Source: an optimization exercise on an open RTL-to-GDS flow (aim: small area). Production flows keep margins and buffers that such runs may drop.
Only the layout flow was run in this run; the RTL was not checked for function there.

<file path="flow/design.v">
package gs_div_pkg;
  localparam int W_OP   = 64;   
  localparam int W_F    = 33;   
  localparam int W_P    = 97;   
  localparam int W_FRAC = 32;   
  function automatic logic [7:0] recip_lut(input logic [7:0] m);
    logic [17:0] q;
    begin
      q = 18'd131072 / (18'd513 + {9'd0, m, 1'b0});
      recip_lut = q[7:0];
    end
  endfunction
endpackage
module first_guess
(
  input  logic [31:0] d_hi,
  output logic [31:0] seed
);
  logic [7:0] lut [0:255];
  for (genvar i = 0; i < 256; i++) begin : g_lut
    localparam logic [7:0] IDX = i;
    assign lut[i] = gs_div_pkg::recip_lut(IDX);
  end
  logic [4:0] k;   
  logic [7:0] m;   
  logic [7:0] r;   
  logic [31:0] dn;  
  always_comb begin
    k = 5'd0;
    for (int i = 0; i < 32; i++) begin
      if (d_hi[i]) k = i[4:0];
    end
    dn = d_hi << (5'd31 - k);
    m = dn[30:23];
    r = lut[m];
    if (d_hi == 32'd0) begin
      seed = 32'hFFFF_FFFF;
    end else if (k <= 5'd24) begin
      seed = {24'd0, r} << (5'd24 - k);
    end else begin
      seed = {24'd0, r} >> (k - 5'd24);
    end
  end
endmodule
module first_guess_mult
(
  input  logic              clk,
  input  logic              rst,
  input  logic              in_valid,
  input  logic              seed_sel,
  input  logic [31:0]       d_hi,
  input  logic [gs_div_pkg::W_OP-1:0]   a0,
  input  logic [gs_div_pkg::W_OP-1:0]   a1,
  input  logic [gs_div_pkg::W_F-1:0]    b,
  output logic [gs_div_pkg::W_F-1:0]    f_seed,
  output logic [gs_div_pkg::W_P-1:0]    c0,
  output logic [gs_div_pkg::W_P-1:0]    c1,
  output logic [gs_div_pkg::W_OP-1:0]   n_next,
  output logic [gs_div_pkg::W_OP-1:0]   d_next,
  output logic [gs_div_pkg::W_F-1:0]    f_next,
  output logic              out_valid
);
  logic [31:0]    seed;
  logic [gs_div_pkg::W_F-1:0] fsel;
  first_guess u_first_guess (
    .d_hi (d_hi),
    .seed (seed)
  );
  always_comb begin
    fsel = seed_sel ? {1'b0, seed} : b;
  end
  always_ff @(posedge clk or posedge rst) begin
    if (rst) begin
      out_valid <= 1'b0;
      c0        <= '0;
      c1        <= '0;
      f_seed    <= '0;
    end else begin
      out_valid <= in_valid;
      if (in_valid) begin
        c0     <= {{(gs_div_pkg::W_P-gs_div_pkg::W_OP){1'b0}}, a0} * {{(gs_div_pkg::W_P-gs_div_pkg::W_F){1'b0}}, fsel};
        c1     <= {{(gs_div_pkg::W_P-gs_div_pkg::W_OP){1'b0}}, a1} * {{(gs_div_pkg::W_P-gs_div_pkg::W_F){1'b0}}, fsel};
        f_seed <= {1'b0, seed};
      end
    end
  end
  always_comb begin
    n_next = c0[gs_div_pkg::W_FRAC+gs_div_pkg::W_OP-1:gs_div_pkg::W_FRAC];
    d_next = c1[gs_div_pkg::W_FRAC+gs_div_pkg::W_OP-1:gs_div_pkg::W_FRAC];
    f_next = ~c1[gs_div_pkg::W_FRAC+gs_div_pkg::W_F-1:gs_div_pkg::W_FRAC] + 33'd1;
  end
endmodule
</file>
<file path="flow/run.sh">
#!/bin/bash
# synth_recipe.tcl (not shown) runs the flow's synth.tcl, then flattens the netlist and writes it again
# the make line also repeats each setting of config.mk as NAME=value (left out here)
make -C /OpenROAD-flow-scripts/flow DESIGN_CONFIG=/design/flow/config.mk WORK_HOME=/design/flow/orfs CLKGATE_MAP_FILE= SYNTH_SCRIPT=/design/flow/synth_recipe.tcl finish
</file>
<file path="flow/config.mk">
export PLATFORM = sky130hd
export DESIGN_NAME = first_guess_mult
export DESIGN_NICKNAME = first_guess_mult
export VERILOG_FILES = /design/flow/design.v
export SDC_FILE = /design/flow/constraint.sdc
export NUM_CORES = 4
export LEC_CHECK = 0
export CAP_MARGIN = 20
export CORE_MARGIN = 2
export CORE_UTILIZATION = 40
export SLEW_MARGIN = 20
</file>
<file path="flow/constraint.sdc">
create_clock -name core_clock -period 20.0 [get_ports {clk}]
set_input_delay 4.0000 -clock core_clock [delete_from_list [all_inputs] [get_ports {clk}]]
set_output_delay 4.0000 -clock core_clock [all_outputs]
set_load 0.01 [all_outputs]
</file>
==> results.toml <==
[synth]
synth_seq_cells = 227
syn_avg_cell_area_um2 = 9.04
syn_inst = 16800
synth_ff_type = "dfrtp_1"
ys_seq_area_share_pct = 3.74
syn_nets = 21400
yosysUniqueCellTypes = 112
synth_edf_count = 0
yosys_warnings = 3
synth_top_cell_by_area = "fa_1"
yosys-top-cells-area = "fa_1 (51%), inv_1 (9.3%), ha_1 (4.9%)"
synthesis.area_um2 = 152000
synth_top_area_share_pct = 50.6
synthArstFlopShare_pct = 100

[floorplanning]
rows = 226
die_x_um = 620
start_util_pct = 40.1
core_area_um2 = 378000
dieArea_um2 = 384000
io_pins = 586
die_h_um = 620

[placement]
place_ws_ps = -460
place_inst = 21900
place_area_um2 = 167000
gp_congestion = 0.959
portBuffers = 584
dp_hpwl_um = 431000

[global_routing]
grt_pass1_vias = 133000
grt_usage_pct = 29.3
grt_max_degree = 97
overflow = 0
antenna_found_initial = 26
grt_pass1_wl_um = 848000

[worst_setup_path]
endpoint_kind = "flip-flop"
worstReg2RegStart = "f_seed[30]$_DFFE_PP0P_"
critPathTopFamily = "compound AO/OA/AOI/OAI gates"
worstPathRequired_ps = 20570
r2r-end = "f_seed[30]$_DFFE_PP0P_"
slowest_stage = "o31ai_1"
critPathLaunchType = "input pin"
reg2reg_depth = 1
worstPathArrival_ps = 20010
crit_buf_inv = 11
crit_top_cell = "fa_1"
reg2reg_slack_ps = 19020
critPathMaxStageDelay_ps = 660
worstSetupPathType = "in -> reg"
worstPathMaxFanout = 29

[sta]
hold_viol = 0
slew_headroom_pct = 19.3
rsz0062_at_grt = "no"
fin_ws_ps = 562
finalSetupViolations = 0
final.min_clock_period_ps = 19440
post-route-period-util_pct = 97.2
fmax_mhz = 51.4
slew_violations = 0
tightest_slew_ps = 1210
setup_tns_ps = 0
skew_ps = 0

[hold_path]
min_from = "c0[29]$_DFFE_PP0P_"
hp-class = "reg -> reg"
worstHoldEndpoint = "c0[29]$_DFFE_PP0P_"
hold_path_depth = 1

[drt]
postRouteAntennaNets = 0
vias_per_cell = 5.65
dr.pass1.iters = 8
vias = 124000
drtIter0Drc = 10600
drc = 0
drt-total-wl_um = 550000
post_drt_wl_per_cell_um = 25.0

[final_layout]
n_fill_cell = 37300
multiInputGateArea_um2 = 126000
final_common_cell = "fa_1"
fin_area_um2 = 168000
drive_above_1_share_pct = 8.54
nNetsFinal = 21500
seq_area_um2 = 5680
fin_cells = 22000
synthToLayoutAreaGrowth_pct = 10.6
layout_common_cells = "fa_1 (3838), inv_1 (3753), nand2_1 (1657), buf_4 (910), and2_1 (811)"

[clock_tree]
cts_root_buf = "clkbuf_16"
h-tree-depth = 2
cts_buffer_depth = 3
cts_tree = "yes"
numCtsBuffers = 37
cts.reportedPaths.clkPinSlew_ps = 50
clock_sinks = 227
clk_latency_ps = 700

[status]
status = "finished clean"

[run]
cap_violations = 0
-- per-stage QoR --
stage	util, %	hold WS, ps
final	44.4	480
after floorplan	-	516
after CTS	44.3	485
after global placement	44.0	466
after global routing	44.4	496
after detailed placement	44.0	472
-- cell families after synthesis --
family | count (synthesis) | synth area share (%)
AOI/OAI and AO/OA | 2356 | 11.2
buffers and inverters | 5270 | 13.8
and+or+nand+nor | 4087 | 13.1
xor gates and xnor gates | 215 | 1.24
DFF | 227 | 3.74
muxes | 202 | 1.47
other | 1 | 0.00247
adders and majority gates | 4434 | 55.5
-- synthesized netlist by cell type, types with 24 or more instances --
| library cell | n |
|---|---|
| a21oi_1 | 469 |
| o31ai_1 | 68 |
| nand2_1 | 1662 |
| nor2b_1 | 28 |
| buf_1 | 45 |
| o311a_1 | 82 |
| dfrtp_1 | 227 |
| nand4_1 | 157 |
| o211ai_2 | 50 |
| nand3_1 | 452 |
| o211ai_1 | 385 |
| buf_4 | 166 |
| mux2_2 | 168 |
| o31a_1 | 29 |
| o21a_1 | 90 |
| nor4_1 | 36 |
| ha_1 | 596 |
| nand2b_1 | 30 |
| inv_1 | 3756 |
| clkbuf_1 | 942 |
| nor2_1 | 423 |
| a31oi_1 | 55 |
| fa_1 | 3838 |
| a21o_1 | 143 |
| a32oi_1 | 111 |
| and2_1 | 813 |
| buf_2 | 348 |
| xnor2_1 | 155 |
| mux2i_1 | 33 |
| a221oi_1 | 27 |
| o21ai_0 | 283 |
| nor3_1 | 109 |
| and3_1 | 287 |
| a311oi_1 | 48 |
| o21bai_1 | 36 |
| a311o_1 | 24 |
| a22oi_1 | 29 |
| a211oi_1 | 134 |
| xor2_1 | 60 |
-- final cells by class --
type / count / area share [%]
clock inverter: 18 / 0.111
antenna: 10 / 0.0149
inverter: 3759 / 8.41
multi-input combinational: 11300 / 75.0
tap: 5016 / 3.74
timing repair buffer: 1596 / 8.76
sequential: 227 / 3.38
clock buffer: 45 / 0.606
-- sequential cells by signal, indices dropped and copies added, names as in the netlist --
| name | flops |
|---|---|
| c1 | 97 |
| f_seed | 32 |
| out_valid | 1 |
| c0 | 97 |
-- how the worst max path moves through the flow --
stage,start,to,slack (ps),cells after the start
global placement,d_hi[18],c0[95]$_DFFE_PP0P_,-890,58
CTS,d_hi[18],c0[95]$_DFFE_PP0P_,280,61
global route,d_hi[18],c0[94]$_DFFE_PP0P_,70,62
finish,d_hi[18],c1[93]$_DFFE_PP0P_,560,54
floorplan,d_hi[22],c1[94]$_DFFE_PP0P_,3290,53
detailed placement,d_hi[18],c0[95]$_DFFE_PP0P_,-460,61
-- per-layer routing --
| metal | vias up | share of wire [%] | GRT usage (%) | routed length (um) |
|---|---|---|---|---|
| li1 | 51900 | - | - | - |
| met1 | 64600 | 38 | 36.9 | 210000 |
| met2 | 6225 | 47 | 48.2 | 260000 |
| met3 | 1398 | 7.9 | 4.62 | 43500 |
| met4 | 12 | 6.5 | 16.0 | 35900 |
| met5 | - | 0.015 | 0 | 82 |
-- repair_timing --
item / CTS / global route
setup buffers: 0 / 9
endpoints found under the hold margin: 0 / 0
resized for setup: 0 / 23
setup endpoints to repair: 0 / 18
hold buffers: 0 / 0

[static timing again, ports no longer ideal]
No port has a modelled driver above. Below, the same layout with a new extraction and two added sets of constraints.
Step 1 assumes that a clkbuf_16 drives the clock port and a buf_2 every other input.
Step 2 times the ports against the registers' clock, not the clock port: input delays grow and output delays shrink by t, the midpoint of the rising clock arrivals with the driver on.
a / b / c = no drivers / after step 1 / after step 2; a / b = the first two.
t, ns: 0.796
slack for setup (ns): 0.562 / 0.653 / -0.143
worst register clock-pin slew, ns: 0.07 / 0.07
With both steps, setup timing fails in this run, where it was met with ideal ports. The setup slack of this run moves by +0.091 ns with the drivers and by -0.705 ns with both steps.
